This is an optimization exercise on Yosys and OpenROAD, whose aim is small area, a short achievable clock period and few clock cycles per item, not a production implementation.
Function was checked by simulation only, so behaviour that the tests miss may differ from the original.

==> flow/design.v <==
module ex_stage_muldiv #(
  parameter int unsigned DATA_W  = 32,
  parameter int unsigned SHAMT_W = $clog2(DATA_W)
) (
  input  logic              clk,
  input  logic              rst_n,
  input  logic              pridictor_wrong,
  input  logic [3:0]        id_ex_alu_op,
  input  logic              id_ex_reg_dst,
  input  logic              id_ex_alu_src,
  input  logic              id_ex_mem_read,
  input  logic              id_ex_mem_write,
  input  logic              id_ex_mem_to_reg,
  input  logic              id_ex_reg_write,
  input  logic              id_ex_branch,
  input  logic              id_ex_branch_bne,
  input  logic [DATA_W-1:0] id_ex_reg_read_data1,
  input  logic [DATA_W-1:0] id_ex_reg_read_data2,
  input  logic [4:0]        id_ex_rs,
  input  logic [4:0]        id_ex_rt,
  input  logic [4:0]        id_ex_rd,
  input  logic [DATA_W-1:0] id_ex_sign_extended,
  input  logic [DATA_W-1:0] ex_mem_alu_result,
  input  logic [DATA_W-1:0] wb_write_data,
  input  logic [4:0]        ex_mem_rd,
  input  logic [4:0]        mem_wb_rd,
  input  logic              ex_mem_reg_write_in,
  input  logic              mem_wb_reg_write,
  output logic [DATA_W-1:0] ex_mem_alu_result_out,
  output logic [DATA_W-1:0] ex_mem_reg_read_data2,
  output logic [4:0]        ex_mem_rd_out,
  output logic              ex_mem_mem_read,
  output logic              ex_mem_mem_write,
  output logic              ex_mem_mem_to_reg,
  output logic              ex_mem_reg_write,
  output logic              ex_mem_branch,
  output logic              ex_mem_branch_bne,
  output logic [4:0]        id_ex_rt_out,
  output logic              id_ex_mem_read_out,
  output logic              ex_stall,
  output logic              md_busy
);
  localparam int unsigned W = 32;
  logic [5:0] funct;
  logic [4:0] shamt;
  logic       is_r, is_md, is_mf, flush, bubble, keep;
  assign flush = pridictor_wrong;
  assign funct = id_ex_sign_extended[5:0];
  assign shamt = id_ex_sign_extended[10:6];
  assign is_r  = (id_ex_alu_op == 4'b0010);
  assign is_md = is_r && (funct[5:2] == 4'b0110);
  assign is_mf = is_r && (funct[5:2] == 4'b0100) && !funct[0];
  assign ex_stall           = !flush && md_busy && (is_md || is_mf);
  assign id_ex_rt_out       = flush ? 5'd0 : id_ex_rt;
  assign id_ex_mem_read_out = flush ? 1'b0 : id_ex_mem_read;
  assign bubble = flush || ex_stall || is_md;
  assign keep   = !bubble;
  logic sel_a_ex, sel_a_wb, sel_b_ex, sel_b_wb;
  logic [W-1:0] fwd_a, fwd_b, alu_b;
  assign sel_a_ex = ex_mem_reg_write_in && (ex_mem_rd != 5'd0) && (ex_mem_rd == id_ex_rs);
  assign sel_a_wb = mem_wb_reg_write && (mem_wb_rd != 5'd0) && (mem_wb_rd == id_ex_rs);
  assign sel_b_ex = ex_mem_reg_write_in && (ex_mem_rd != 5'd0) && (ex_mem_rd == id_ex_rt);
  assign sel_b_wb = mem_wb_reg_write && (mem_wb_rd != 5'd0) && (mem_wb_rd == id_ex_rt);
  assign fwd_a = sel_a_ex ? ex_mem_alu_result : (sel_a_wb ? wb_write_data : id_ex_reg_read_data1);
  assign fwd_b = sel_b_ex ? ex_mem_alu_result : (sel_b_wb ? wb_write_data : id_ex_reg_read_data2);
  assign alu_b = id_ex_alu_src ? id_ex_sign_extended : fwd_b;
  logic op_add, op_sub, op_and, op_or, op_xor, op_nor, op_slt, op_sltu;
  logic op_sll, op_srl, op_sra, op_hi, op_lo;
  always_comb begin
    {op_add, op_sub, op_and, op_or, op_xor, op_nor, op_slt, op_sltu} = '0;
    {op_sll, op_srl, op_sra, op_hi, op_lo} = '0;
    if (is_r) begin
      case (funct)
        6'b100000, 6'b100001: op_add  = 1'b1;
        6'b100010, 6'b100011: op_sub  = 1'b1;
        6'b100100:            op_and  = 1'b1;
        6'b100101:            op_or   = 1'b1;
        6'b100110:            op_xor  = 1'b1;
        6'b100111:            op_nor  = 1'b1;
        6'b101010:            op_slt  = 1'b1;
        6'b101011:            op_sltu = 1'b1;
        6'b000000:            op_sll  = 1'b1;
        6'b000010:            op_srl  = 1'b1;
        6'b000011:            op_sra  = 1'b1;
        6'b010000:            op_hi   = 1'b1;
        6'b010010:            op_lo   = 1'b1;
        default: ;
      endcase
    end else begin
      case (id_ex_alu_op)
        4'b0000, 4'b0100: op_add = 1'b1;
        4'b0001:          op_sub = 1'b1;
        4'b0101:          op_and = 1'b1;
        4'b0110:          op_or  = 1'b1;
        4'b0111:          op_slt = 1'b1;
        4'b1000:          op_xor = 1'b1;
        default: ;
      endcase
    end
  end
  logic         sub;
  logic [W:0]   sum;
  logic         lt_s, lt_u;
  assign sub  = op_sub || op_slt || op_sltu;
  assign sum  = {1'b0, fwd_a} + {1'b0, alu_b ^ {W{sub}}} + {{W{1'b0}}, sub};
  assign lt_u = !sum[W];
  assign lt_s = (fwd_a[W-1] ^ alu_b[W-1]) ? fwd_a[W-1] : sum[W-1];
  logic [W-1:0] sh_in, sh_out, sh_rev;
  logic         sh_fill;
  always_comb begin
    for (int i = 0; i < W; i++) sh_in[i] = op_sll ? fwd_b[W-1-i] : fwd_b[i];
  end
  assign sh_fill = op_sra && fwd_b[W-1];
  assign sh_out  = W'($signed({sh_fill, sh_in}) >>> shamt);
  always_comb begin
    for (int i = 0; i < W; i++) sh_rev[i] = sh_out[W-1-i];
  end
  logic [W-1:0] hi_q, lo_q, alu_res;
  always_comb begin
    alu_res = ({W{keep && (op_add || op_sub)}} & sum[W-1:0])
            | ({W{keep && op_and}} & (fwd_a & alu_b))
            | ({W{keep && op_or }} & (fwd_a | alu_b))
            | ({W{keep && op_xor}} & (fwd_a ^ alu_b))
            | ({W{keep && op_nor}} & ~(fwd_a | alu_b))
            | ({W{keep && (op_srl || op_sra)}} & sh_out)
            | ({W{keep && op_sll}} & sh_rev)
            | ({W{keep && op_hi }} & hi_q)
            | ({W{keep && op_lo }} & lo_q);
    alu_res[0] = alu_res[0] | (keep && op_slt && lt_s) | (keep && op_sltu && lt_u);
  end
  always_ff @(posedge clk or negedge rst_n) begin
    if (!rst_n) begin
      ex_mem_alu_result_out <= '0;
      ex_mem_reg_read_data2 <= '0;
      ex_mem_rd_out         <= '0;
      ex_mem_mem_read       <= 1'b0;
      ex_mem_mem_write      <= 1'b0;
      ex_mem_mem_to_reg     <= 1'b0;
      ex_mem_reg_write      <= 1'b0;
      ex_mem_branch         <= 1'b0;
      ex_mem_branch_bne     <= 1'b0;
    end else begin
      ex_mem_alu_result_out <= alu_res;
      ex_mem_reg_read_data2 <= fwd_b & {W{keep}};
      ex_mem_rd_out         <= (id_ex_reg_dst ? id_ex_rd : id_ex_rt) & {5{keep}};
      ex_mem_mem_read       <= id_ex_mem_read   && keep;
      ex_mem_mem_write      <= id_ex_mem_write  && keep;
      ex_mem_mem_to_reg     <= id_ex_mem_to_reg && keep;
      ex_mem_reg_write      <= id_ex_reg_write  && keep;
      ex_mem_branch         <= id_ex_branch     && keep;
      ex_mem_branch_bne     <= id_ex_branch_bne && keep;
    end
  end
  localparam logic [1:0] PH_STEP = 2'd0, PH_NEGA = 2'd1, PH_NEGQ = 2'd2, PH_NEGR = 2'd3;
  logic         busy_q, dv_q, sg_q, an_q, qn_q;
  logic [1:0]   ph_q;
  logic [3:0]   cnt_q;
  logic [W-1:0] d_q;
  logic         accept, last, step, neg_l, neg_h;
  assign md_busy = busy_q;
  assign accept  = is_md && !flush && !busy_q;
  assign step    = busy_q && (ph_q == PH_STEP);
  assign neg_l   = busy_q && (ph_q == PH_NEGA || ph_q == PH_NEGQ);
  assign neg_h   = busy_q && (ph_q == PH_NEGR);
  assign last    = (cnt_q == 4'd15);
  logic         dneg, sd;
  logic         en1, inv1, en2, inv2;
  logic [W:0]   x1, y1, s1, x2, y2, s2;
  logic [W-1:0] n1, n2;
  logic         g1, g2;
  assign dneg = sg_q && d_q[W-1];
  assign sd   = sg_q && d_q[W-1];
  always_comb begin
    if (neg_l)      x1 = {1'b1, ~lo_q};
    else if (neg_h) x1 = {1'b1, ~hi_q};
    else if (dv_q)  x1 = {hi_q, lo_q[W-1]};
    else            x1 = {sg_q && hi_q[W-1], hi_q};
  end
  assign en1  = !(neg_l || neg_h) && (dv_q || lo_q[0]);
  assign inv1 = dv_q && !dneg;
  assign y1   = {(W+1){en1}} & ({sd, d_q} ^ {(W+1){inv1}});
  assign s1   = x1 + y1 + {{W{1'b0}}, (en1 && inv1) || neg_l || neg_h};
  assign g1   = !s1[W];
  assign n1   = g1 ? s1[W-1:0] : x1[W-1:0];
  assign x2   = dv_q ? {n1, lo_q[W-2]} : {sg_q && s1[W], s1[W:1]};
  assign en2  = dv_q || lo_q[1];
  assign inv2 = dv_q ? !dneg : (sg_q && last);
  assign y2   = {(W+1){en2}} & ({sd, d_q} ^ {(W+1){inv2}});
  assign s2   = x2 + y2 + {{W{1'b0}}, en2 && inv2};
  assign g2   = !s2[W];
  assign n2   = g2 ? s2[W-1:0] : x2[W-1:0];
  always_ff @(posedge clk) begin
    if (accept) d_q <= fwd_b;
  end
  always_ff @(posedge clk or negedge rst_n) begin
    if (!rst_n) begin
      busy_q <= 1'b0;
      ph_q   <= PH_STEP;
      cnt_q  <= '0;
      dv_q   <= 1'b0;
      sg_q   <= 1'b0;
      an_q   <= 1'b0;
      qn_q   <= 1'b0;
      hi_q   <= '0;
      lo_q   <= '0;
    end else if (accept) begin
      busy_q <= 1'b1;
      dv_q   <= funct[1];
      sg_q   <= !funct[0];
      an_q   <= !funct[0] && fwd_a[W-1];
      qn_q   <= !funct[0] && (fwd_a[W-1] ^ fwd_b[W-1]);
      ph_q   <= (funct[1] && !funct[0] && fwd_a[W-1]) ? PH_NEGA : PH_STEP;
      cnt_q  <= '0;
      hi_q   <= '0;
      lo_q   <= fwd_a;
    end else if (busy_q) begin
      case (ph_q)
        PH_NEGA: begin
          lo_q <= s1[W-1:0];
          ph_q <= PH_STEP;
        end
        PH_STEP: begin
          cnt_q <= cnt_q + 4'd1;
          if (dv_q) begin
            hi_q <= n2;
            lo_q <= {lo_q[W-3:0], g1, g2};
          end else begin
            hi_q <= s2[W:1];
            lo_q <= {s2[0], s1[0], lo_q[W-1:2]};
          end
          if (last) begin
            if (dv_q && qn_q && (d_q != '0)) ph_q <= PH_NEGQ;
            else if (dv_q && an_q)           ph_q <= PH_NEGR;
            else                             busy_q <= 1'b0;
          end
        end
        PH_NEGQ: begin
          lo_q <= s1[W-1:0];
          if (an_q) ph_q <= PH_NEGR;
          else      begin ph_q <= PH_STEP; busy_q <= 1'b0; end
        end
        default: begin
          hi_q   <= s1[W-1:0];
          ph_q   <= PH_STEP;
          busy_q <= 1'b0;
        end
      endcase
    end
  end
endmodule
==> flow/run.sh <==
#!/bin/bash
# synth_recipe.tcl (not shown) runs the flow's synth.tcl, then flattens the netlist and writes it again
# the make line also repeats each setting of config.mk as NAME=value (left out here)
make -C /OpenROAD-flow-scripts/flow DESIGN_CONFIG=/design/flow/config.mk WORK_HOME=/design/flow/orfs CLKGATE_MAP_FILE= SYNTH_SCRIPT=/design/flow/synth_recipe.tcl finish
==> flow/config.mk <==
export PLATFORM = sky130hd
export DESIGN_NAME = ex_stage_muldiv
export DESIGN_NICKNAME = ex_stage_muldiv
export VERILOG_FILES = /design/flow/design.v
export SDC_FILE = /design/flow/constraint.sdc
export NUM_CORES = 4
export LEC_CHECK = 0
export CAP_MARGIN = 20
export CORE_MARGIN = 2
export CORE_UTILIZATION = 40
export SETUP_SLACK_MARGIN = 3.5
export SLEW_MARGIN = 20
==> flow/constraint.sdc <==
create_clock -name core_clock -period 10.0 [get_ports {clk}]
set_input_delay 2.0000 -clock core_clock [delete_from_list [all_inputs] [get_ports {clk}]]
set_output_delay 2.0000 -clock core_clock [all_outputs]
set_load 0.01 [all_outputs]
==> results of run 1 <==
kinds of logic after synthesis:
kind of cell	after synthesis	share of synthesized area
simple gates	833	0.172
mux	278	0.125
fa+ha+maj	165	0.0919
buf+inv	320	0.0538
flops	182	0.206
xor+xnor	201	0.0773
compound gates	940	0.274
path summary, 6_finish.rpt:
kind,to,slack (ps),cells past startpoint
worst min register to register,qn_q,530,1
worst max-delay path,lo_q[0],2900,35
min in group asynchronous,hi_q[25],1420,1
worst min-delay path,qn_q,530,1
worst max register to register,lo_q[0],2900,35
max in group asynchronous,dv_q,7170,2
per-stage QoR:
step                      utilization  worst slack, ps
final                           0.560             2900
after global routing            0.560             2820
after CTS                       0.539             3220
after detailed placement        0.475             1270
after global placement          0.475              816
after floorplan                     -             3260
layout by cell type, fill, tap and decap left out, drive strengths merged, types with 7 or more instances in the layout:
| cell | n |
|---|---|
| buf | 338 |
| a21oi | 272 |
| mux2i | 263 |
| clkdlybuf4s50 | 262 |
| nand2 | 254 |
| nor2 | 253 |
| o21ai | 191 |
| ha | 160 |
| dfrtp | 150 |
| xnor2 | 134 |
| inv | 116 |
| xor2 | 67 |
| a211oi | 59 |
| a21o | 56 |
| a221oi | 56 |
| and2 | 56 |
| nor2b | 51 |
| nand3 | 45 |
| a31oi | 45 |
| nand4 | 44 |
| o211ai | 43 |
| nor4 | 42 |
| a222oi | 40 |
| o31ai | 37 |
| clkbuf | 37 |
| edfxtp | 32 |
| nand2b | 32 |
| o21a | 24 |
| o21bai | 21 |
| nor3 | 16 |
| a221o | 14 |
| or3 | 13 |
| a22oi | 10 |
| mux2 | 10 |
| and3 | 9 |
| a211o | 8 |
| o221ai | 8 |
| or2 | 7 |
metal layers:
layer	track usage	wire length, um
met2	0.666	56900
met1	0.486	46800
met3	0.0969	12400
met5	0	102
met4	0.278	11400
worst max-delay path: cells and delay by family, from the launching register on:
| kind | cells | cell delay [ps] |
|---|---|---|
| AOI/OAI and AO/OA | 18 | 3200 |
| buffers and inverters | 9 | 1180 |
| adders and majority gates | 3 | 1120 |
| and+or+nand+nor | 4 | 870 |
| DFF | 1 | 420 |
| muxes | 1 | 170 |
cell type report:
class,instances,area share
antenna,3,0.000237
clock buffer,18,0.0136
clock inverter,14,0.00577
inverter,110,0.0131
multi-input combinational,2427,0.594
sequential,182,0.149
tap,756,0.0299
timing repair buffer,629,0.194
repair_timing:
item / CTS / global route
setup buffers: 174 / 69
hold buffers: 0 / 0
setup endpoints to repair: 62 / 44
pin swaps: 114 / 80
gates resized for setup: 285 / 147
cloned: 17 / 7
==> metrics.cfg, run 1 <==
[run_status]
outcome = timing/DRC/antenna clean

[drt]
avgRoutedWirePerCell_um = 30.8
via_count = 27200
drcViolationCount = 0
ant_nets = 0
dr.first_iter.drc_count = 3415
wl_um = 128000
via_per_inst = 6.58
dr.pass1.iters = 8

[sta]
rsz0062_at_grt = yes
finalClockSkew_ps = 17.7
tightest_slew_ps = 1250
relSlewSlack = 0.156
finalCritPeriodShare = 0.710
finalSetupTns_ps = 0
finalMaxSlewViolations = 0
hold_ws_ps = 527
fmax_mhz = 141
final_hold_viol_count = 0
min_period_ps = 7100
setup_viol = 0

[final_layout]
nFillCells = 5075
stdcell_area_um2 = 31600
multi_input_area_um2 = 18800
drive_gt1_frac = 0.208
final_nets = 3734
fin_cells = 4139
synthToLayoutAreaGrowth_pct = 38.3
register_area_um2 = 4730

[clock_network]
clk_path_buf_depth = 2
clock_sinks = 182
numCtsBuffers = 17
htree_levels = 4
clock_latency_ps = 510
tritoncts = yes
clockRootBuffer = clkbuf_16
cts.clk_slew.worst_paths_ps = 80

[critical_path]
worstSetupStartpointType = register
worstReg2RegStart = ph_q[0]
timing.critical_path.from = ph_q[0]
cp-end-kind = register
arrival_ps = 7480
cp_slowest_stage_delay_ps = 420
cp_max_fo = 8
crit_required_ps = 10380
cp_slowest_cell = dfrtp_2
path_class = reg2reg

[global_routing]
antenna_found_initial = 9
grt_pass1_vias = 26300
grt_pass1_wl_um = 180000
grt_use_total = 0.412
grt_max_degree = 67
overflow = 0

[synthesis]
synth.area.top_cells = dfrtp_1 16%, mux2i_1 12%, ha_1 8.8%, a21oi_1 6.0%, xnor2_1 5.1%
synth_ff_type = dfrtp_1
synth_area_um2 = 22900
netlist_top_cells_count = 272 x a21oi_1, 263 x mux2i_1, 254 x nand2_1
synth_cells = 2919
post-synth-top-count-cell = a21oi_1
ys_seq_elements = 182
ys_seq_area_frac = 0.206
yosysUniqueCellTypes = 92
synth_top_area_frac = 0.164
synth_edf_count = 32
synth_warnings = 1
yosys.area.top_type = dfrtp_1
avgSynthCellArea_um2 = 7.84
async_flop_share = 0.824
synthesis.nets = 3286

[place]
postPlaceCellArea_um2 = 26800
post-place-cells = 3837
gp_congestion = 1.00
dp_hpwl_um = 91300
portBuffers = 284

[floorplan]
io_pins = 285
die-area_um2 = 59100
start_util = 0.405
die_x_um = 243
core_area_um2 = 56500
rows = 87
die_h_um = 243

[hold_path]
worstHoldStart = qn_q
worstHoldPathType = reg2reg

[run]
drv_cap = 0

Testbench counts, summed over its fixed seeds: cycles 9,586, instrs 4,816.
==> run 2, diff against run 1 <==
--- a/flow/config.mk
+++ b/flow/config.mk
@@ -9,4 +9,3 @@
 export CORE_MARGIN = 2
 export CORE_UTILIZATION = 40
-export SETUP_SLACK_MARGIN = 3.5
 export SLEW_MARGIN = 20
==> run 2 against run 1 <==
Effect of this change:
- still clean on timing, DRC and antenna
- via count shrank 8.6%
- wire length fell by 11%
==> metrics.cfg, run 2 <==
[critical_path]
crit_required_ps = 10410
endpoint = hi_q[31]
cp_slowest_stage_delay_ps = 820
cp_slowest_cell = o21ai_0
cp_max_fo = 25
arrival_ps = 9820
worst_r2r_endpoint = hi_q[31]
path_class = reg2reg
timing.critical_path.from = ph_q[0]
reg2reg_depth = 32
worstReg2RegStart = ph_q[0]
worstSetupStartpointType = register
ff2ff_setup_slack_ps = 590
cp-end-kind = register

[drt]
via_count = 24900
via_per_inst = 6.42
wl_um = 113000
dr.first_iter.drc_count = 2973
dr.pass1.iters = 6
drcViolationCount = 0
ant_nets = 0
avgRoutedWirePerCell_um = 29.2

[sta]
finalCritPeriodShare = 0.941
finalClockSkew_ps = 15.3
setup_viol = 0
final_hold_viol_count = 0
tightest_slew_ps = 1280
finalMaxSlewViolations = 0
hold_ws_ps = 522
relSlewSlack = 0.140
finalSetupTns_ps = 0
fmax_mhz = 106
rsz0062_at_grt = no
min_period_ps = 9410

[synthesis]
synth_ff_type = dfrtp_1
post-synth-top-count-cell = a21oi_1
synth_cells = 2919
synth.area.top_cells = dfrtp_1 16%, mux2i_1 12%, ha_1 8.8%, a21oi_1 6.0%, xnor2_1 5.1%
synth_edf_count = 32
yosys.area.top_type = dfrtp_1
synth_top_area_frac = 0.164
synth_area_um2 = 22900
synthesis.nets = 3286
async_flop_share = 0.824
ys_seq_area_frac = 0.206
yosysUniqueCellTypes = 92
synth_warnings = 1
ys_seq_elements = 182
netlist_top_cells_count = 272 x a21oi_1, 263 x mux2i_1, 254 x nand2_1
avgSynthCellArea_um2 = 7.84

[clock_network]
cts.clk_slew.worst_paths_ps = 90
postCtsSetupBuffers = 0
cts_resized = 0
clockRootBuffer = clkbuf_16
clock_latency_ps = 530
tritoncts = yes
numCtsBuffers = 17
htree_levels = 4
cts_hold_buf = 0
clk_path_buf_depth = 2
clock_sinks = 182

[global_routing]
grt_pass1_wl_um = 164000
grt_pass1_vias = 24300
grt_use_total = 0.373
grt_max_degree = 78
antenna_found_initial = 6
overflow = 0

[place]
postPlaceCellArea_um2 = 26700
dp_hpwl_um = 90200
gp_congestion = 1.00
portBuffers = 284

[final_layout]
stdcell_area_um2 = 27300
synthToLayoutAreaGrowth_pct = 19.5
layout_commonest_cell = clkdlybuf4s50_1
utilization = 0.484
drive_gt1_frac = 0.0647
final_cell_mix = 281 x clkdlybuf4s50_1, 272 x a21oi_1, 263 x mux2i_1
final_nets = 3475

[floorplan]
die_x_um = 243
rows = 87
io_pins = 285
start_util = 0.405
die_h_um = 243
die-area_um2 = 59100
core_area_um2 = 56500

[run]
drv_cap = 0

[run_status]
outcome = timing/DRC/antenna clean

[hold_path]
worstHoldPathType = reg2reg

-- run 2: changes by cell type in the layout (fill, tap and decap cells not counted), moves of 14 or more --
cell / change
buf_4: -190
a21oi_1: +44
o21ai_0: +39
a21oi_2: -37
buf_12: -27
ha_1: +27
mux2i_1: +21
clkdlybuf4s50_1: +19
o21ai_1: -17
clkbuf_2: -15
ha_4: -14
-- run 2: logic make-up (layout without fill, tap and decap cells) --
logic type                 after synthesis  count (layout)  share of synthesized area
AOI/OAI and AO/OA                      940             940                      0.274
xor gates and xnor gates               201             201                     0.0773
adders and majority gates              165             165                     0.0919
buffers and inverters                  320             522                     0.0538
DFF                                    182             182                      0.206
muxes                                  278             278                      0.125
other                                    0               1                          0
and+or+nand+nor                        833             833                      0.172
-- run 2: final cells by class --
class                   count  area [um^2]
repair buffers            380         3560
diodes                      1         2.50
clock buffers              17          425
multi-input cells        2417        17100
flip-flops and latches    182         4720
inverters                 110          414
clock inverters            15          181
well taps                 756          946
fillers                  5555        29200
-- run 2: worst min-delay path by stage --
stage                     from  endpoint  cells after the start
after floorplan           qn_q      qn_q                      1
after global placement    qn_q      qn_q                      1
after detailed placement  qn_q      qn_q                      1
after CTS                 qn_q      qn_q                      1
after global routing      qn_q      qn_q                      1
final                     qn_q      qn_q                      1
-- run 2: worst max-delay path, delay by kind of cell (launching register included) --
family	cells	cell delay (ps)
AO/OA/AOI/OAI	17	5080
XOR/XNOR	1	400
adder cells (fa/ha/maj)	3	1050
buffers and inverters	5	1250
flip-flops	1	430
AND/OR/NAND/NOR	6	1060
-- run 2: stage by stage --
step / setup WS [ps] / instances
6_report: 589 / 3878
5_1_grt: 249 / 3877
4_1_cts: 836 / 3877
3_5_place_dp: 842 / 3845
3_3_place_gp: 941 / 3844
2_1_floorplan: 1610 / 2919
-- run 2: per-layer routing --
layer	up-vias	global-route usage	part of all wire
li1	11200	-	-
met1	12000	0.455	0.40
met2	1390	0.615	0.46
met3	278	0.0797	0.082
met4	6	0.197	0.059
met5	-	0	0.00030
==> run 3, diff against run 2 <==
--- a/flow/design.v
+++ b/flow/design.v
@@ -103,5 +103,5 @@
   logic         lt_s, lt_u;
   assign sub  = op_sub || op_slt || op_sltu;
-  assign sum  = {1'b0, fwd_a} + {1'b0, alu_b ^ {W{sub}}} + {{W{1'b0}}, sub};
+  pfx_add #(.W(W)) u_alu_add (.a(fwd_a), .b(alu_b ^ {W{sub}}), .ci(sub), .s(sum[W-1:0]), .co(sum[W]));
   assign lt_u = !sum[W];
   assign lt_s = (fwd_a[W-1] ^ alu_b[W-1]) ? fwd_a[W-1] : sum[W-1];
@@ -152,40 +152,33 @@
     end
   end
-  localparam logic [1:0] PH_STEP = 2'd0, PH_NEGA = 2'd1, PH_NEGQ = 2'd2, PH_NEGR = 2'd3;
-  logic         busy_q, dv_q, sg_q, an_q, qn_q;
-  logic [1:0]   ph_q;
+  logic         busy_q, m_div_q, m_mul_q, m_nl_q, m_nh_q;    
+  logic         dv_q, sg_q, an_q, qn_q, dneg_q, last_q, nega_q;
   logic [3:0]   cnt_q;
   logic [W-1:0] d_q;
-  logic         accept, last, step, neg_l, neg_h;
+  logic         accept;
   assign md_busy = busy_q;
   assign accept  = is_md && !flush && !busy_q;
-  assign step    = busy_q && (ph_q == PH_STEP);
-  assign neg_l   = busy_q && (ph_q == PH_NEGA || ph_q == PH_NEGQ);
-  assign neg_h   = busy_q && (ph_q == PH_NEGR);
-  assign last    = (cnt_q == 4'd15);
-  logic         dneg, sd;
-  logic         en1, inv1, en2, inv2;
-  logic [W:0]   x1, y1, s1, x2, y2, s2;
+  logic         en1, inv1, en2, inv2, c1, c2;
+  logic [W:0]   x1, y1, s1, x2, y2, s2, dx;
   logic [W-1:0] n1, n2;
   logic         g1, g2;
-  assign dneg = sg_q && d_q[W-1];
-  assign sd   = sg_q && d_q[W-1];
-  always_comb begin
-    if (neg_l)      x1 = {1'b1, ~lo_q};
-    else if (neg_h) x1 = {1'b1, ~hi_q};
-    else if (dv_q)  x1 = {hi_q, lo_q[W-1]};
-    else            x1 = {sg_q && hi_q[W-1], hi_q};
-  end
-  assign en1  = !(neg_l || neg_h) && (dv_q || lo_q[0]);
-  assign inv1 = dv_q && !dneg;
-  assign y1   = {(W+1){en1}} & ({sd, d_q} ^ {(W+1){inv1}});
-  assign s1   = x1 + y1 + {{W{1'b0}}, (en1 && inv1) || neg_l || neg_h};
+  assign dx = {dneg_q || (sg_q && !dv_q && d_q[W-1]), d_q};
+  assign x1   = ({(W+1){m_div_q}} & {hi_q, lo_q[W-1]})
+              | ({(W+1){m_mul_q}} & {sg_q && hi_q[W-1], hi_q})
+              | ({(W+1){m_nl_q}}  & {1'b1, ~lo_q})
+              | ({(W+1){m_nh_q}}  & {1'b1, ~hi_q});
+  assign en1  = m_div_q || (m_mul_q && lo_q[0]);
+  assign inv1 = m_div_q && !dneg_q;
+  assign c1   = (m_div_q && !dneg_q) || m_nl_q || m_nh_q;
+  assign y1   = {(W+1){en1}} & (dx ^ {(W+1){inv1}});
+  pfx_add #(.W(W+1)) u_add1 (.a(x1), .b(y1), .ci(c1), .s(s1), .co());
   assign g1   = !s1[W];
   assign n1   = g1 ? s1[W-1:0] : x1[W-1:0];
-  assign x2   = dv_q ? {n1, lo_q[W-2]} : {sg_q && s1[W], s1[W:1]};
-  assign en2  = dv_q || lo_q[1];
-  assign inv2 = dv_q ? !dneg : (sg_q && last);
-  assign y2   = {(W+1){en2}} & ({sd, d_q} ^ {(W+1){inv2}});
-  assign s2   = x2 + y2 + {{W{1'b0}}, en2 && inv2};
+  assign x2   = m_div_q ? {n1, lo_q[W-2]} : {sg_q && s1[W], s1[W:1]};
+  assign en2  = m_div_q || lo_q[1];
+  assign inv2 = m_div_q ? !dneg_q : last_q;
+  assign c2   = m_div_q ? !dneg_q : (last_q && lo_q[1]);
+  assign y2   = {(W+1){en2}} & (dx ^ {(W+1){inv2}});
+  pfx_add #(.W(W+1)) u_add2 (.a(x2), .b(y2), .ci(c2), .s(s2), .co());
   assign g2   = !s2[W];
   assign n2   = g2 ? s2[W-1:0] : x2[W-1:0];
@@ -193,58 +186,98 @@
     if (accept) d_q <= fwd_b;
   end
+  logic to_nl, to_nh, fin_step;
+  assign to_nl    = dv_q && qn_q && (d_q != '0);
+  assign to_nh    = dv_q && an_q;
   always_ff @(posedge clk or negedge rst_n) begin
     if (!rst_n) begin
-      busy_q <= 1'b0;
-      ph_q   <= PH_STEP;
-      cnt_q  <= '0;
-      dv_q   <= 1'b0;
-      sg_q   <= 1'b0;
-      an_q   <= 1'b0;
-      qn_q   <= 1'b0;
-      hi_q   <= '0;
-      lo_q   <= '0;
+      busy_q  <= 1'b0;
+      m_div_q <= 1'b0;
+      m_mul_q <= 1'b0;
+      m_nl_q  <= 1'b0;
+      m_nh_q  <= 1'b0;
+      nega_q  <= 1'b0;
+      cnt_q   <= '0;
+      last_q  <= 1'b0;
+      dv_q    <= 1'b0;
+      sg_q    <= 1'b0;
+      an_q    <= 1'b0;
+      qn_q    <= 1'b0;
+      dneg_q  <= 1'b0;
+      hi_q    <= '0;
+      lo_q    <= '0;
     end else if (accept) begin
-      busy_q <= 1'b1;
-      dv_q   <= funct[1];
-      sg_q   <= !funct[0];
-      an_q   <= !funct[0] && fwd_a[W-1];
-      qn_q   <= !funct[0] && (fwd_a[W-1] ^ fwd_b[W-1]);
-      ph_q   <= (funct[1] && !funct[0] && fwd_a[W-1]) ? PH_NEGA : PH_STEP;
-      cnt_q  <= '0;
-      hi_q   <= '0;
-      lo_q   <= fwd_a;
+      busy_q  <= 1'b1;
+      dv_q    <= funct[1];
+      sg_q    <= !funct[0];
+      an_q    <= !funct[0] && fwd_a[W-1];
+      qn_q    <= !funct[0] && (fwd_a[W-1] ^ fwd_b[W-1]);
+      dneg_q  <= funct[1] && !funct[0] && fwd_b[W-1];
+      nega_q  <= funct[1] && !funct[0] && fwd_a[W-1];
+      m_nl_q  <= funct[1] && !funct[0] && fwd_a[W-1];
+      m_div_q <= funct[1] && !(!funct[0] && fwd_a[W-1]);
+      m_mul_q <= !funct[1];
+      m_nh_q  <= 1'b0;
+      cnt_q   <= '0;
+      last_q  <= 1'b0;
+      hi_q    <= '0;
+      lo_q    <= fwd_a;
     end else if (busy_q) begin
-      case (ph_q)
-        PH_NEGA: begin
-          lo_q <= s1[W-1:0];
-          ph_q <= PH_STEP;
+      if (m_div_q || m_mul_q) begin
+        cnt_q  <= cnt_q + 4'd1;
+        last_q <= (cnt_q == 4'd14) && !dv_q && sg_q;
+        if (m_div_q) begin
+          hi_q <= n2;
+          lo_q <= {lo_q[W-3:0], g1, g2};
+        end else begin
+          hi_q <= s2[W:1];
+          lo_q <= {s2[0], s1[0], lo_q[W-1:2]};
         end
-        PH_STEP: begin
-          cnt_q <= cnt_q + 4'd1;
-          if (dv_q) begin
-            hi_q <= n2;
-            lo_q <= {lo_q[W-3:0], g1, g2};
-          end else begin
-            hi_q <= s2[W:1];
-            lo_q <= {s2[0], s1[0], lo_q[W-1:2]};
-          end
-          if (last) begin
-            if (dv_q && qn_q && (d_q != '0)) ph_q <= PH_NEGQ;
-            else if (dv_q && an_q)           ph_q <= PH_NEGR;
-            else                             busy_q <= 1'b0;
-          end
+        if (cnt_q == 4'd15) begin
+          m_div_q <= 1'b0;
+          m_mul_q <= 1'b0;
+          m_nl_q  <= to_nl;
+          m_nh_q  <= !to_nl && to_nh;
+          busy_q  <= to_nl || to_nh;
         end
-        PH_NEGQ: begin
-          lo_q <= s1[W-1:0];
-          if (an_q) ph_q <= PH_NEGR;
-          else      begin ph_q <= PH_STEP; busy_q <= 1'b0; end
-        end
-        default: begin
-          hi_q   <= s1[W-1:0];
-          ph_q   <= PH_STEP;
-          busy_q <= 1'b0;
-        end
-      endcase
+      end else if (m_nl_q) begin
+        lo_q    <= s1[W-1:0];
+        nega_q  <= 1'b0;
+        m_nl_q  <= 1'b0;
+        m_div_q <= nega_q;
+        m_nh_q  <= !nega_q && an_q;
+        busy_q  <= nega_q || an_q;
+      end else begin
+        hi_q    <= s1[W-1:0];
+        m_nh_q  <= 1'b0;
+        busy_q  <= 1'b0;
+      end
     end
   end
 endmodule
+module pfx_add #(parameter int W = 32) (
+  input  logic [W-1:0] a, b,
+  input  logic         ci,
+  output logic [W-1:0] s,
+  output logic         co
+);
+  localparam int L = $clog2(W);
+  logic [W-1:0] x, g, p, gn, pn;
+  assign x = a ^ b;
+  always_comb begin
+    g = a & b;
+    p = x;
+    g[0] = (a[0] & b[0]) | (x[0] & ci);
+    for (int l = 0; l < L; l++) begin
+      gn = g;
+      pn = p;
+      for (int i = (1 << l); i < W; i++) begin
+        gn[i] = g[i] | (p[i] & g[i - (1 << l)]);
+        pn[i] = p[i] & p[i - (1 << l)];
+      end
+      g = gn;
+      p = pn;
+    end
+  end
+  assign s  = x ^ {g[W-2:0], ci};
+  assign co = g[W-1];
+endmodule
--- a/flow/config.mk
+++ b/flow/config.mk
@@ -9,3 +9,4 @@
 export CORE_MARGIN = 2
 export CORE_UTILIZATION = 40
+export SETUP_SLACK_MARGIN = 3.5
 export SLEW_MARGIN = 20
==> run 3 against run 2 <==
Effect of this change:
- maximum frequency up 45%
- non-clock buffer count increased by 150
- synthesized area increased by 2.3%
- first-iteration DRC count rose by 3.1%
- critical path type unchanged
- highest routed layer unchanged
- die area is 2.3% higher
- critical endpoint is now hi_q[1]
==> metrics.cfg, run 3 <==
[sta]
finalMaxSlewViolations = 0
rsz0062_at_grt = yes
tightest_slew_ps = 1170
fmax_mhz = 154
finalCritPeriodShare = 0.648
relSlewSlack = 0.218
min_period_ps = 6480
finalSetupTns_ps = 0
setup_viol = 0
final_hold_viol_count = 0
finalClockSkew_ps = 29.2

[place]
post-place-cells = 3929
portBuffers = 284
dp_hpwl_um = 94600
gp_congestion = 1.04

[drt]
drt-met1-wl_um = 48700
top_layer = met5
avgRoutedWirePerCell_um = 30.1
dr_wl_met2_um = 56300
wl_um = 124000
via_count = 27000
wl_met3_um = 10300
via_per_inst = 6.55
drcViolationCount = 0
ant_nets = 0
dr.pass1.iters = 6
dr.first_iter.drc_count = 3065

[floorplan]
die_x_um = 246
die-area_um2 = 60400
rows = 88
io_pins = 285
core_area_um2 = 57800
start_util = 0.405
die_h_um = 246

[clock_network]
clockRootBuffer = clkbuf_16
tritoncts = yes
clock_sinks = 187
htree_levels = 4
clk_path_buf_depth = 2
cts_hold_buf = 0
clock_latency_ps = 510
numCtsBuffers = 17
cts.clk_slew.worst_paths_ps = 80

[synthesis]
synth_area_um2 = 23400
netlist_top_cells_count = 278 x nand2_1, 257 x nor2_1, 245 x mux2i_1
avgSynthCellArea_um2 = 7.80
synth_cells = 3000
yosysUniqueCellTypes = 99
synth_warnings = 3
synth_edf_count = 32
ys_seq_elements = 187
post-synth-top-count-cell = nand2_1
synth.area.top_cells = dfrtp_1 17%, mux2i_1 10%, ha_1 8.4%, a21oi_1 5.2%, o21ai_0 4.6%
yosys.area.top_type = dfrtp_1
synth_top_area_frac = 0.166
synthesis.nets = 3365
async_flop_share = 0.829
synth_ff_type = dfrtp_1
ys_seq_area_frac = 0.207

[final_layout]
final_nets = 3704
layout_commonest_cell = nand2_1
final_cell_mix = 274 x nand2_1, 262 x clkdlybuf4s50_1, 248 x nor2_1
fin_cells = 4119
utilization = 0.535
synthToLayoutAreaGrowth_pct = 32.2
drive_gt1_frac = 0.180

[critical_path]
reg2reg_depth = 31
critical_path_buf_inv_count = 7
ff2ff_setup_slack_ps = 3520
cp_slowest_stage_delay_ps = 570
arrival_ps = 6810
worstReg2RegStart = m_div_q
worst_r2r_endpoint = hi_q[1]
cp_slowest_cell = or4_4
crit_required_ps = 10320
path_class = reg2reg
cp_max_fo = 7
cp_top_family = compound AO/OA/AOI/OAI gates
worstSetupStartpointType = register
cp-end-kind = register

[hold_path]
worstHoldPathType = reg2reg
hold_end = qn_q
worstHoldStart = qn_q
min_path_cells = 2

[global_routing]
grt_use_total = 0.399
overflow = 0
grt_pass1_vias = 25700
grt_max_degree = 90
antenna_found_initial = 8
grt_pass1_wl_um = 177000

[run_status]
outcome = timing/DRC/antenna clean

[run]
drv_cap = 0

## run 3: cell types whose count changed after synthesis, moves of 18 or more
cell | before | now
o21ai_0 | 173 | 215
a22oi_1 | 10 | 50
xnor2_1 | 133 | 98
a211oi_1 | 58 | 27
a21oi_1 | 272 | 242
a222oi_1 | 40 | 11
a221oi_1 | 53 | 28
nand2_1 | 254 | 278
and2_1 | 48 | 26
nand3_1 | 44 | 63
clkbuf_1 | 174 | 156
mux2i_1 | 263 | 245
o211ai_1 | 40 | 58
## run 3: per-stage QoR
stage	setup slack, ps	hold WS, ps	cell area, um^2
3_3_place_gp	1500	474	27200
4_1_cts	3460	500	29700
6_report	3520	496	30900
5_1_grt	3340	518	30900
2_1_floorplan	3510	449	23500
3_5_place_dp	1470	483	27200
## run 3: worst reg2reg max path, delay by kind of cell, from the launching register on
family                   cells  cell delay (ps)
XOR/XNOR                     1              160
AND/OR/NAND/NOR              5             1410
buffers and inverters        7             1060
multiplexers                 1              270
AO/OA/AOI/OAI               15             2320
flip-flops                   1              510
adder cells (fa/ha/maj)      2              600
## run 3: cell families (layout without fill, tap and decap cells)
| group | Yosys count | after routing | synth area share |
|---|---|---|---|
| compound gates | 958 | 958 | 0.267 |
| simple gates | 907 | 907 | 0.185 |
| buf+inv | 332 | 684 | 0.0562 |
| mux | 287 | 287 | 0.134 |
| flops | 187 | 187 | 0.207 |
| xor+xnor | 166 | 166 | 0.0630 |
| fa+ha+maj | 163 | 163 | 0.0888 |
| other cells | 0 | 2 | 0 |
## run 3: final cells by class
class	count	area (um^2)
Antenna cell	2	5.00
Clock buffer	19	454
Clock inverter	13	119
Fill cell	5478	26900
Inverter	122	468
Multi-Input combinational cell	2481	18900
Sequential cell	187	4850
Tap cell	765	957
Timing Repair Buffer	530	5230
## run 3: how the worst max path moves through the flow
stage	slack, ps	end	cells past startpoint	from
after floorplan	3510	ex_mem_alu_result_out[0]	18	id_ex_alu_op[0]
after global placement	1500	hi_q[29]	26	m_nh_q
after detailed placement	1470	hi_q[29]	26	m_nh_q
after CTS	3460	hi_q[29]	31	m_div_q
after global routing	3340	hi_q[2]	32	m_div_q
final	3520	hi_q[1]	31	m_div_q
## run 3: per-layer routing
metal  GRT usage  up-vias
li1            -    11800
met1       0.498    13100
met2       0.639     1745
met3      0.0716      397
met4       0.244        2
met5           0        -
## run 3: timing repair
action	in CTS	in global routing
cloned	7	2
setup buffers	96	51
endpoints found under the setup margin	64	58
pin swaps	57	86
gates resized for setup	217	180
Testbench counts of run 3, summed over its fixed seeds: cycles 9,586, instrs 4,816.
==> run 4, diff against run 3 <==
--- a/flow/design.v
+++ b/flow/design.v
@@ -152,6 +152,8 @@
     end
   end
-  logic         busy_q, m_div_q, m_mul_q, m_nl_q, m_nh_q;    
-  logic         dv_q, sg_q, an_q, qn_q, dneg_q, last_q, nega_q;
+  localparam int unsigned WA = W + 3;
+  logic         busy_q, m_div_q, m_mul_q, m_nl_q, m_hi_q;    
+  logic         hinv_q;                                      
+  logic         dv_q, sg_q, an_q, qn_q, dneg_q, fixu_q, nega_q, bp_q;
   logic [3:0]   cnt_q;
   logic [W-1:0] d_q;
@@ -159,34 +161,59 @@
   assign md_busy = busy_q;
   assign accept  = is_md && !flush && !busy_q;
-  logic         en1, inv1, en2, inv2, c1, c2;
-  logic [W:0]   x1, y1, s1, x2, y2, s2, dx;
-  logic [W-1:0] n1, n2;
-  logic         g1, g2;
-  assign dx = {dneg_q || (sg_q && !dv_q && d_q[W-1]), d_q};
-  assign x1   = ({(W+1){m_div_q}} & {hi_q, lo_q[W-1]})
-              | ({(W+1){m_mul_q}} & {sg_q && hi_q[W-1], hi_q})
-              | ({(W+1){m_nl_q}}  & {1'b1, ~lo_q})
-              | ({(W+1){m_nh_q}}  & {1'b1, ~hi_q});
-  assign en1  = m_div_q || (m_mul_q && lo_q[0]);
-  assign inv1 = m_div_q && !dneg_q;
-  assign c1   = (m_div_q && !dneg_q) || m_nl_q || m_nh_q;
-  assign y1   = {(W+1){en1}} & (dx ^ {(W+1){inv1}});
-  pfx_add #(.W(W+1)) u_add1 (.a(x1), .b(y1), .ci(c1), .s(s1), .co());
-  assign g1   = !s1[W];
-  assign n1   = g1 ? s1[W-1:0] : x1[W-1:0];
-  assign x2   = m_div_q ? {n1, lo_q[W-2]} : {sg_q && s1[W], s1[W:1]};
-  assign en2  = m_div_q || lo_q[1];
-  assign inv2 = m_div_q ? !dneg_q : last_q;
-  assign c2   = m_div_q ? !dneg_q : (last_q && lo_q[1]);
-  assign y2   = {(W+1){en2}} & (dx ^ {(W+1){inv2}});
-  pfx_add #(.W(W+1)) u_add2 (.a(x2), .b(y2), .ci(c2), .s(s2), .co());
-  assign g2   = !s2[W];
-  assign n2   = g2 ? s2[W-1:0] : x2[W-1:0];
+  logic [WA-1:0] bx, x1, y1, s1, x2, y2, s2;
+  logic [W-1:0]  n1, n2;
+  logic          g1, g2;
+  logic          en1, two1, inv1, c1, en2, two2, inv2, c2;
+  assign bx = {{3{sg_q && d_q[W-1]}}, d_q};
+  logic [2:0] bd1, bd2;
+  assign bd1 = {lo_q[1], lo_q[0], bp_q};
+  assign bd2 = {lo_q[3], lo_q[2], lo_q[1]};
+  always_comb begin
+    en1  = 1'b0; two1 = 1'b0; inv1 = 1'b0; c1 = 1'b0;
+    if (m_div_q) begin
+      en1 = 1'b1; inv1 = !dneg_q; c1 = !dneg_q;
+    end else if (m_mul_q) begin
+      en1  = (bd1 != 3'b000) && (bd1 != 3'b111);
+      two1 = (bd1 == 3'b011) || (bd1 == 3'b100);
+      inv1 = bd1[2];
+      c1   = en1 && bd1[2];
+    end else if (m_hi_q) begin
+      en1 = !hinv_q; c1 = hinv_q;
+    end else if (m_nl_q) begin
+      c1 = 1'b1;
+    end
+    en2  = 1'b0; two2 = 1'b0; inv2 = 1'b0; c2 = 1'b0;
+    if (m_div_q) begin
+      en2 = 1'b1; inv2 = !dneg_q; c2 = !dneg_q;
+    end else begin
+      en2  = (bd2 != 3'b000) && (bd2 != 3'b111);
+      two2 = (bd2 == 3'b011) || (bd2 == 3'b100);
+      inv2 = bd2[2];
+      c2   = en2 && bd2[2];
+    end
+  end
+  assign x1 = ({WA{m_div_q}} & {2'b00, hi_q, lo_q[W-1]})
+            | ({WA{m_mul_q || m_hi_q}} & ({{3{hi_q[W-1]}}, hi_q} ^ {WA{m_hi_q && hinv_q}}))
+            | ({WA{m_nl_q}} & {3'b111, ~lo_q});
+  assign y1 = {WA{en1}} & ((two1 ? {bx[WA-2:0], 1'b0} : bx) ^ {WA{inv1}});
+  pfx_add #(.W(WA)) u_add1 (.a(x1), .b(y1), .ci(c1), .s(s1), .co());
+  assign g1 = !s1[WA-1];
+  assign n1 = g1 ? s1[W-1:0] : x1[W-1:0];
+  assign x2 = m_div_q ? {2'b00, n1, lo_q[W-2]} : {{2{s1[WA-1]}}, s1[WA-1:2]};
+  assign y2 = {WA{en2}} & ((two2 ? {bx[WA-2:0], 1'b0} : bx) ^ {WA{inv2}});
+  pfx_add #(.W(WA)) u_add2 (.a(x2), .b(y2), .ci(c2), .s(s2), .co());
+  assign g2 = !s2[WA-1];
+  assign n2 = g2 ? s2[W-1:0] : x2[W-1:0];
+  logic skip;
+  assign skip = (hi_q == '0) && (lo_q[W-1:W-8] == '0) && (d_q != '0) && (cnt_q <= 4'd11);
   always_ff @(posedge clk) begin
     if (accept) d_q <= fwd_b;
   end
-  logic to_nl, to_nh, fin_step;
-  assign to_nl    = dv_q && qn_q && (d_q != '0);
-  assign to_nh    = dv_q && an_q;
+  logic to_nl, to_nh, to_fx, div_end, mul_end;
+  assign to_nl   = dv_q && qn_q && (d_q != '0);
+  assign to_nh   = dv_q && an_q;
+  assign to_fx   = !dv_q && fixu_q;
+  assign div_end = (cnt_q == 4'd15);
+  assign mul_end = (cnt_q == 4'd7);
   always_ff @(posedge clk or negedge rst_n) begin
     if (!rst_n) begin
@@ -195,8 +222,9 @@
       m_mul_q <= 1'b0;
       m_nl_q  <= 1'b0;
-      m_nh_q  <= 1'b0;
+      m_hi_q  <= 1'b0;
+      hinv_q  <= 1'b0;
       nega_q  <= 1'b0;
       cnt_q   <= '0;
-      last_q  <= 1'b0;
+      bp_q    <= 1'b0;
       dv_q    <= 1'b0;
       sg_q    <= 1'b0;
@@ -204,4 +232,5 @@
       qn_q    <= 1'b0;
       dneg_q  <= 1'b0;
+      fixu_q  <= 1'b0;
       hi_q    <= '0;
       lo_q    <= '0;
@@ -213,30 +242,42 @@
       qn_q    <= !funct[0] && (fwd_a[W-1] ^ fwd_b[W-1]);
       dneg_q  <= funct[1] && !funct[0] && fwd_b[W-1];
+      fixu_q  <= funct[0] && fwd_a[W-1];
       nega_q  <= funct[1] && !funct[0] && fwd_a[W-1];
       m_nl_q  <= funct[1] && !funct[0] && fwd_a[W-1];
       m_div_q <= funct[1] && !(!funct[0] && fwd_a[W-1]);
       m_mul_q <= !funct[1];
-      m_nh_q  <= 1'b0;
+      m_hi_q  <= 1'b0;
+      hinv_q  <= 1'b0;
       cnt_q   <= '0;
-      last_q  <= 1'b0;
+      bp_q    <= 1'b0;
       hi_q    <= '0;
       lo_q    <= fwd_a;
     end else if (busy_q) begin
-      if (m_div_q || m_mul_q) begin
-        cnt_q  <= cnt_q + 4'd1;
-        last_q <= (cnt_q == 4'd14) && !dv_q && sg_q;
-        if (m_div_q) begin
-          hi_q <= n2;
-          lo_q <= {lo_q[W-3:0], g1, g2};
+      if (m_div_q) begin
+        if (skip) begin
+          cnt_q <= cnt_q + 4'd4;
+          lo_q  <= {lo_q[W-9:0], 8'd0};
         end else begin
-          hi_q <= s2[W:1];
-          lo_q <= {s2[0], s1[0], lo_q[W-1:2]};
+          cnt_q <= cnt_q + 4'd1;
+          hi_q  <= n2;
+          lo_q  <= {lo_q[W-3:0], g1, g2};
+          if (div_end) begin
+            m_div_q <= 1'b0;
+            m_nl_q  <= to_nl;
+            m_hi_q  <= !to_nl && to_nh;
+            hinv_q  <= 1'b1;
+            busy_q  <= to_nl || to_nh;
+          end
         end
-        if (cnt_q == 4'd15) begin
-          m_div_q <= 1'b0;
+      end else if (m_mul_q) begin
+        cnt_q <= cnt_q + 4'd1;
+        bp_q  <= lo_q[3];
+        hi_q  <= s2[W+1:2];
+        lo_q  <= {s2[1:0], s1[1:0], lo_q[W-1:4]};
+        if (mul_end) begin
           m_mul_q <= 1'b0;
-          m_nl_q  <= to_nl;
-          m_nh_q  <= !to_nl && to_nh;
-          busy_q  <= to_nl || to_nh;
+          m_hi_q  <= to_fx;
+          hinv_q  <= 1'b0;
+          busy_q  <= to_fx;
         end
       end else if (m_nl_q) begin
@@ -245,9 +286,10 @@
         m_nl_q  <= 1'b0;
         m_div_q <= nega_q;
-        m_nh_q  <= !nega_q && an_q;
+        m_hi_q  <= !nega_q && an_q;
+        hinv_q  <= 1'b1;
         busy_q  <= nega_q || an_q;
       end else begin
         hi_q    <= s1[W-1:0];
-        m_nh_q  <= 1'b0;
+        m_hi_q  <= 1'b0;
         busy_q  <= 1'b0;
       end
==> run 4 against run 3 <==
Effect of this change:
- now fails the layout checks on antenna violations
- core utilization up 2.8 points
- register-to-register slack worse by 260 ps
==> metrics.cfg, run 4 <==
[sta]
tightest_slew_ps = 1260
min_period_ps = 6750
fmax_mhz = 148
finalClockSkew_ps = 18.0
finalCritPeriodShare = 0.675
setup_viol = 0
finalMaxSlewViolations = 0
fin_ws_ps = 3250
rsz0062_at_grt = yes
final_hold_viol_count = 0
relSlewSlack = 0.157
finalSetupTns_ps = 0

[critical_path]
cp_top_family = compound AO/OA/AOI/OAI gates
critical_path_buf_inv_count = 6
worstReg2RegStart = lo_q[0]
reg2reg_depth = 32
ff2ff_setup_slack_ps = 3250
cp_max_fo = 8
cp_slowest_stage_delay_ps = 570
arrival_ps = 7120
cp_slowest_cell = a2111o_1
crit_top_cell = buf_12
worstSetupStartpointType = register
cp-end-kind = register
worst_r2r_endpoint = hi_q[11]
crit_required_ps = 10380
path_class = reg2reg

[synthesis]
ys_seq_area_frac = 0.200
yosysUniqueCellTypes = 91
async_flop_share = 0.831
synth_area_um2 = 24500
synthesis.nets = 3551
post-synth-top-count-cell = nor2_1
synth_ff_type = dfrtp_1
yosys.area.top_type = dfrtp_1
synth_top_area_frac = 0.161
ys_seq_elements = 189
synth_cells = 3181
synth.area.top_cells = dfrtp_1 16%, mux2i_1 12%, ha_1 8.3%, a21oi_1 6.1%, nor2_1 4.9%
netlist_top_cells_count = 321 x nor2_1, 310 x nand2_1, 299 x a21oi_1
synth_warnings = 3
synth_edf_count = 32
avgSynthCellArea_um2 = 7.69

[global_routing]
overflow = 0
antenna_found_initial = 9
grt_pass1_vias = 28300
grt_pass1_wl_um = 201000
grt_max_degree = 65
grt_use_total = 0.437

[run_status]
so_faults = antenna violations
outcome = finished with violations

[clock_network]
clock_sinks = 189
clockRootBuffer = clkbuf_16
htree_levels = 4
tritoncts = yes
cts.clk_slew.worst_paths_ps = 90
clk_path_buf_depth = 2
clock_latency_ps = 520
numCtsBuffers = 17

[place]
portBuffers = 284
dp_hpwl_um = 105000
gp_congestion = 1.10
place_ws_ps = 1080

[floorplan]
core_area_um2 = 60500
start_util = 0.405
io_pins = 285
rows = 90
die_x_um = 251
die-area_um2 = 63200
die_h_um = 251

[hold_path]
hold_end = qn_q
min_path_cells = 2
worstHoldStart = qn_q
worstHoldPathType = reg2reg

[drt]
avgRoutedWirePerCell_um = 32.0
via_per_inst = 6.69
via_count = 29800
drcViolationCount = 0
dr.first_iter.drc_count = 4003
ant_nets = 1
wl_um = 143000
dr.pass1.iters = 8

[final_layout]
synthToLayoutAreaGrowth_pct = 39.2
final_nets = 4024
layout_commonest_cell = buf_4
final_cell_mix = 322 x buf_4, 303 x nor2_1, 299 x nand2_1
drive_gt1_frac = 0.231
nFillCells = 5496

[run]
drv_cap = 0

==> run 4: changes by cell type in the layout (fill, tap and decap cells not counted), sizes merged, moves of 24 or more <==
cell    before  now
a21oi      243  300
nand2      278  312
nand4       48   24
xnor2       99  135
nor2       259  321
buf        241  390
mux2i      246  284
a22oi       50   10
nor2b       57   26
a211oi      27   82
==> run 4: cells by family (layout without fill, tap and decap cells) <==
logic type,Yosys count,count (layout),share of synthesized area
other cells,0,8,0
buf+inv,342,826,0.0545
fa+ha+maj,168,168,0.0874
mux,317,317,0.137
xor+xnor,199,199,0.0712
flops,189,189,0.200
simple gates,969,971,0.181
compound gates,997,997,0.268
==> run 4: cell type report <==
class	count	area, um^2	area share
well taps	782	978	0.0287
inverters	122	470	0.0138
clock buffers	17	425	0.0125
diodes	8	20.0	0.000588
multi-input cells	2652	20600	0.605
repair buffers	672	6430	0.189
flip-flops and latches	189	4900	0.144
clock inverters	15	214	0.00628
==> run 4: worst max path at each step <==
stage                                end  cells after the start  slack (ps)         start
3_5_place_dp   ex_mem_alu_result_out[25]                     22        1080  ex_mem_rd[4]
4_1_cts        ex_mem_alu_result_out[30]                     26        3430  mem_wb_rd[1]
6_report                        hi_q[11]                     32        3250       lo_q[0]
2_1_floorplan                   hi_q[18]                     36        3370       m_div_q
3_3_place_gp   ex_mem_alu_result_out[25]                     22         860  ex_mem_rd[4]
5_1_grt                         hi_q[11]                     32        3080       lo_q[0]
==> run 4: repair_timing <==
item | CTS | global route
resized for setup | 323 | 257
buffers inserted | 179 | 95
gates cloned | 10 | 2
pin swaps | 124 | 185
endpoints found under the setup margin | 66 | 51
hold buffers | 0 | 0
==> run 4: tightest hold or removal path: cells and delay by family, from the launching register on <==
family | cells | cell delay, ps
flops | 1 | 360
compound gates | 1 | 60
simple gates | 1 | 50
==> run 4: metal layers <==
metal / GRT usage / wire length [um]
met3: 0.118 / 15700
met4: 0.280 / 12200
met2: 0.665 / 61000
met1: 0.545 / 53700
met5: 0 / 19
==> run 4: through the flow <==
stage          cells  hold slack [ps]  area, um^2   util
3_5_place_dp    4131              482       28500  0.471
3_3_place_gp    4131              467       28500  0.471
5_1_grt         4451              540       34000  0.563
6_report        4457              499       34100  0.563
4_1_cts         4352              502       32100  0.531
2_1_floorplan   3181              441       24800      -
Testbench counts of run 4, summed over its fixed seeds: cycles 7,772, instrs 4,816.
==> run 5, diff against run 4 <==
==> flow/flow/run.sh (new file) <==
#!/bin/bash
# Standard layout, except that the port buffers are buf_2 cells rather than the
# delay-cell buffers buffer_ports picks by default.
set -euo pipefail
export BUFFER_PORTS_ARGS="-buffer_cell sky130_fd_sc_hd__buf_2"
bash standard.sh > standard_flow.log 2>&1
==> flow/standard.sh (new file) <==
#!/bin/bash
# synth_recipe.tcl (not shown) runs the flow's synth.tcl, then flattens the netlist and writes it again
# the make line also repeats each setting of config.mk as NAME=value (left out here)
make -C /OpenROAD-flow-scripts/flow DESIGN_CONFIG=/design/flow/config.mk WORK_HOME=/design/flow/orfs CLKGATE_MAP_FILE= SYNTH_SCRIPT=/design/flow/synth_recipe.tcl "${@:-finish}"
removed: flow/run.sh
==> run 5 against run 4 <==
Effect of this change:
- the run now finishes clean
- setup slack worse by 6.5 ps
- maximum frequency about the same
- synthesized cell count did not move
- count of clock-buffer cells in the layout is the same
- global-route usage shrank 3.7 points
- critical path type unchanged
- largest cell class unchanged
==> metrics.cfg, run 5 <==
[hold_path]
worstHoldStart = fixu_q
worstHoldPathType = reg2reg
min_path_cells = 2
hold_end = fixu_q

[drt]
dr.first_iter.drc_count = 4662
ant_nets = 0
dr.pass1.iters = 9
via_per_inst = 6.59
wl_um = 132000
avgRoutedWirePerCell_um = 29.9
via_count = 29000
drcViolationCount = 0

[synthesis]
avgSynthCellArea_um2 = 7.69
synth_ff_type = dfrtp_1
synth.area.top_cells = dfrtp_1 16%, mux2i_1 12%, ha_1 8.3%, a21oi_1 6.1%, nor2_1 4.9%
ys_seq_area_frac = 0.200
synthesis.nets = 3551
post-synth-top-count-cell = nor2_1
netlist_top_cells_count = 321 x nor2_1, 310 x nand2_1, 299 x a21oi_1
synth_area_um2 = 24500
synth_top_area_frac = 0.161
ys_seq_elements = 189
synth_warnings = 3
yosysUniqueCellTypes = 91
async_flop_share = 0.831
synth_cells = 3181
synth_edf_count = 32
yosys.area.top_type = dfrtp_1

[sta]
final_hold_viol_count = 0
tightest_slew_ps = 1120
fmax_mhz = 148
relSlewSlack = 0.249
setup_viol = 0
finalCritPeriodShare = 0.675
min_period_ps = 6750
finalSetupTns_ps = 0
finalClockSkew_ps = 26.9
finalMaxSlewViolations = 0
rsz0062_at_grt = yes

[global_routing]
grt_pass1_vias = 26700
grt_pass1_wl_um = 185000
grt_max_degree = 94
overflow = 0
antenna_found_initial = 4
grt_use_total = 0.400

[critical_path]
ff2ff_setup_slack_ps = 3250
crit_required_ps = 10410
worstReg2RegStart = m_div_q
reg2reg_depth = 30
cp_slowest_stage_delay_ps = 550
path_class = reg2reg
worstSetupStartpointType = register
cp-end-kind = register
worst_r2r_endpoint = hi_q[25]
arrival_ps = 7160
crit_top_cell = a211o_1
cp_max_fo = 7
cp_slowest_cell = dfrtp_4

[clock_network]
clockRootBuffer = clkbuf_16
numCtsBuffers = 17
clock_latency_ps = 520
clock_sinks = 189
tritoncts = yes
htree_levels = 4
clk_path_buf_depth = 2
cts.clk_slew.worst_paths_ps = 100

[place]
portBuffers = 284
dp_hpwl_um = 97200
gp_congestion = 1.09

[final_layout]
final_nets = 3971
multi_input_area_um2 = 20600
nFillCells = 5715
register_area_um2 = 4900
synthToLayoutAreaGrowth_pct = 30.8
final_cell_mix = 305 x nor2_1, 303 x nand2_1, 280 x buf_2
layout_commonest_cell = nor2_1
drive_gt1_frac = 0.287

[floorplan]
core_area_um2 = 60500
rows = 90
io_pins = 285
die_h_um = 251
die-area_um2 = 63200
start_util = 0.405
die_x_um = 251

[run_status]
outcome = timing/DRC/antenna clean

[run]
drv_cap = 0

run 5: metrics by stage:
step	setup slack, ps	hold WS (ps)	util	cells	cell area [um^2]
after floorplan	3370	441	-	3181	24800
after global placement	1590	465	0.447	4125	27100
after detailed placement	1550	480	0.447	4125	27100
after CTS	3480	499	0.498	4319	30100
after global routing	3070	552	0.529	4399	32000
final	3250	502	0.529	4400	32000
run 5: final cells by class:
class,instances,area share
antenna,4,0.000313
sequential,189,0.153
clock inverter,15,0.00579
clock buffer,17,0.0133
multi-input combinational,2659,0.643
inverter,122,0.0147
timing repair buffer,612,0.139
tap,782,0.0306
run 5: worst max path at each step:
stage,start,endpoint,slack [ps],cells past startpoint
after floorplan,m_div_q,hi_q[18],3370,36
after global placement,m_div_q,hi_q[18],1590,23
after detailed placement,m_mul_q,hi_q[18],1550,26
after CTS,mem_wb_rd[4],ex_mem_alu_result_out[30],3480,25
after global routing,lo_q[0],hi_q[22],3070,35
final,m_div_q,hi_q[25],3250,30
run 5: what timing repair did:
action                                 4_1_cts  5_1_grt
pin swaps                                  131      133
gates cloned                                11        7
setup buffers                              151       70
setup endpoints to repair                   53       44
hold buffers                                 0        0
endpoints found under the hold margin        0        0
gates resized for setup                    249      234
run 5: cell families after synthesis:
logic type | Yosys count | synth area share
simple gates | 969 | 0.181
xor+xnor | 199 | 0.0712
flops | 189 | 0.200
fa+ha+maj | 168 | 0.0874
mux | 317 | 0.137
compound gates | 997 | 0.268
buf+inv | 342 | 0.0545
run 5: worst max-delay path, delay by kind of cell, from the launching register on:
family | cells | cell delay (ps)
buffers and inverters | 5 | 800
muxes | 3 | 740
DFF | 1 | 550
and+or+nand+nor | 7 | 1150
AOI/OAI and AO/OA | 11 | 2520
adders and majority gates | 2 | 580
xor gates and xnor gates | 2 | 260
run 5: routing by layer:
| metal | track usage | share of wire | vias up |
|---|---|---|---|
| met4 | 0.254 | 0.079 | 2 |
| met5 | 0 | 0.00012 | - |
| met2 | 0.572 | 0.41 | 2071 |
| met1 | 0.529 | 0.39 | 13900 |
| li1 | - | - | 12600 |
| met3 | 0.107 | 0.12 | 497 |

-- port drivers added, routing unchanged --
The results above use ideal ports. As a check the final layouts listed here were re-extracted and re-timed, cells and wires unchanged.
Step 1 (the two cells are an assumption about what drives the block):
set clk [get_ports {clk}]
set_driving_cell -lib_cell sky130_fd_sc_hd__clkbuf_16 $clk
set_driving_cell -lib_cell sky130_fd_sc_hd__buf_2 [delete_from_list [all_inputs] $clk]
Step 2 moves the port delays by t, midway between the first and last clock arrival at a register: inputs arrive t later, outputs are due t later. That takes back most of the time a late clock gives input paths.
a / b / c = no drivers / after step 1 / after step 2; a / b = the first two.
| run | t (ns) | slack for setup (ns) | hold WS [ns] | worst setup path after step 2 | latest minus earliest clock arrival (ns) |
|---|---|---|---|---|---|
| run 1 | 0.573 | 2.900 / 2.900 / 2.900 | 0.527 / 0.527 / 0.527 | register to register | 0.018 / 0.017 |
| run 2 | 0.587 | 0.589 / 0.589 / 0.589 | 0.522 / 0.522 / 0.522 | register to register | 0.016 / 0.015 |
| run 3 | 0.548 | 3.516 / 3.516 / 3.003 | 0.496 / 0.496 / 0.496 | input to register | 0.029 / 0.029 |
| run 4 | 0.574 | 3.252 / 3.252 / 2.880 | 0.499 / 0.499 / 0.499 | input to register | 0.018 / 0.018 |
| run 5 | 0.570 | 3.246 / 3.246 / 2.797 | 0.502 / 0.502 / 0.502 | input to register | 0.030 / 0.030 |
For run 3, which loses most, drivers alone change the setup slack by 0.000 ns; drivers and shift together by -0.513 ns.
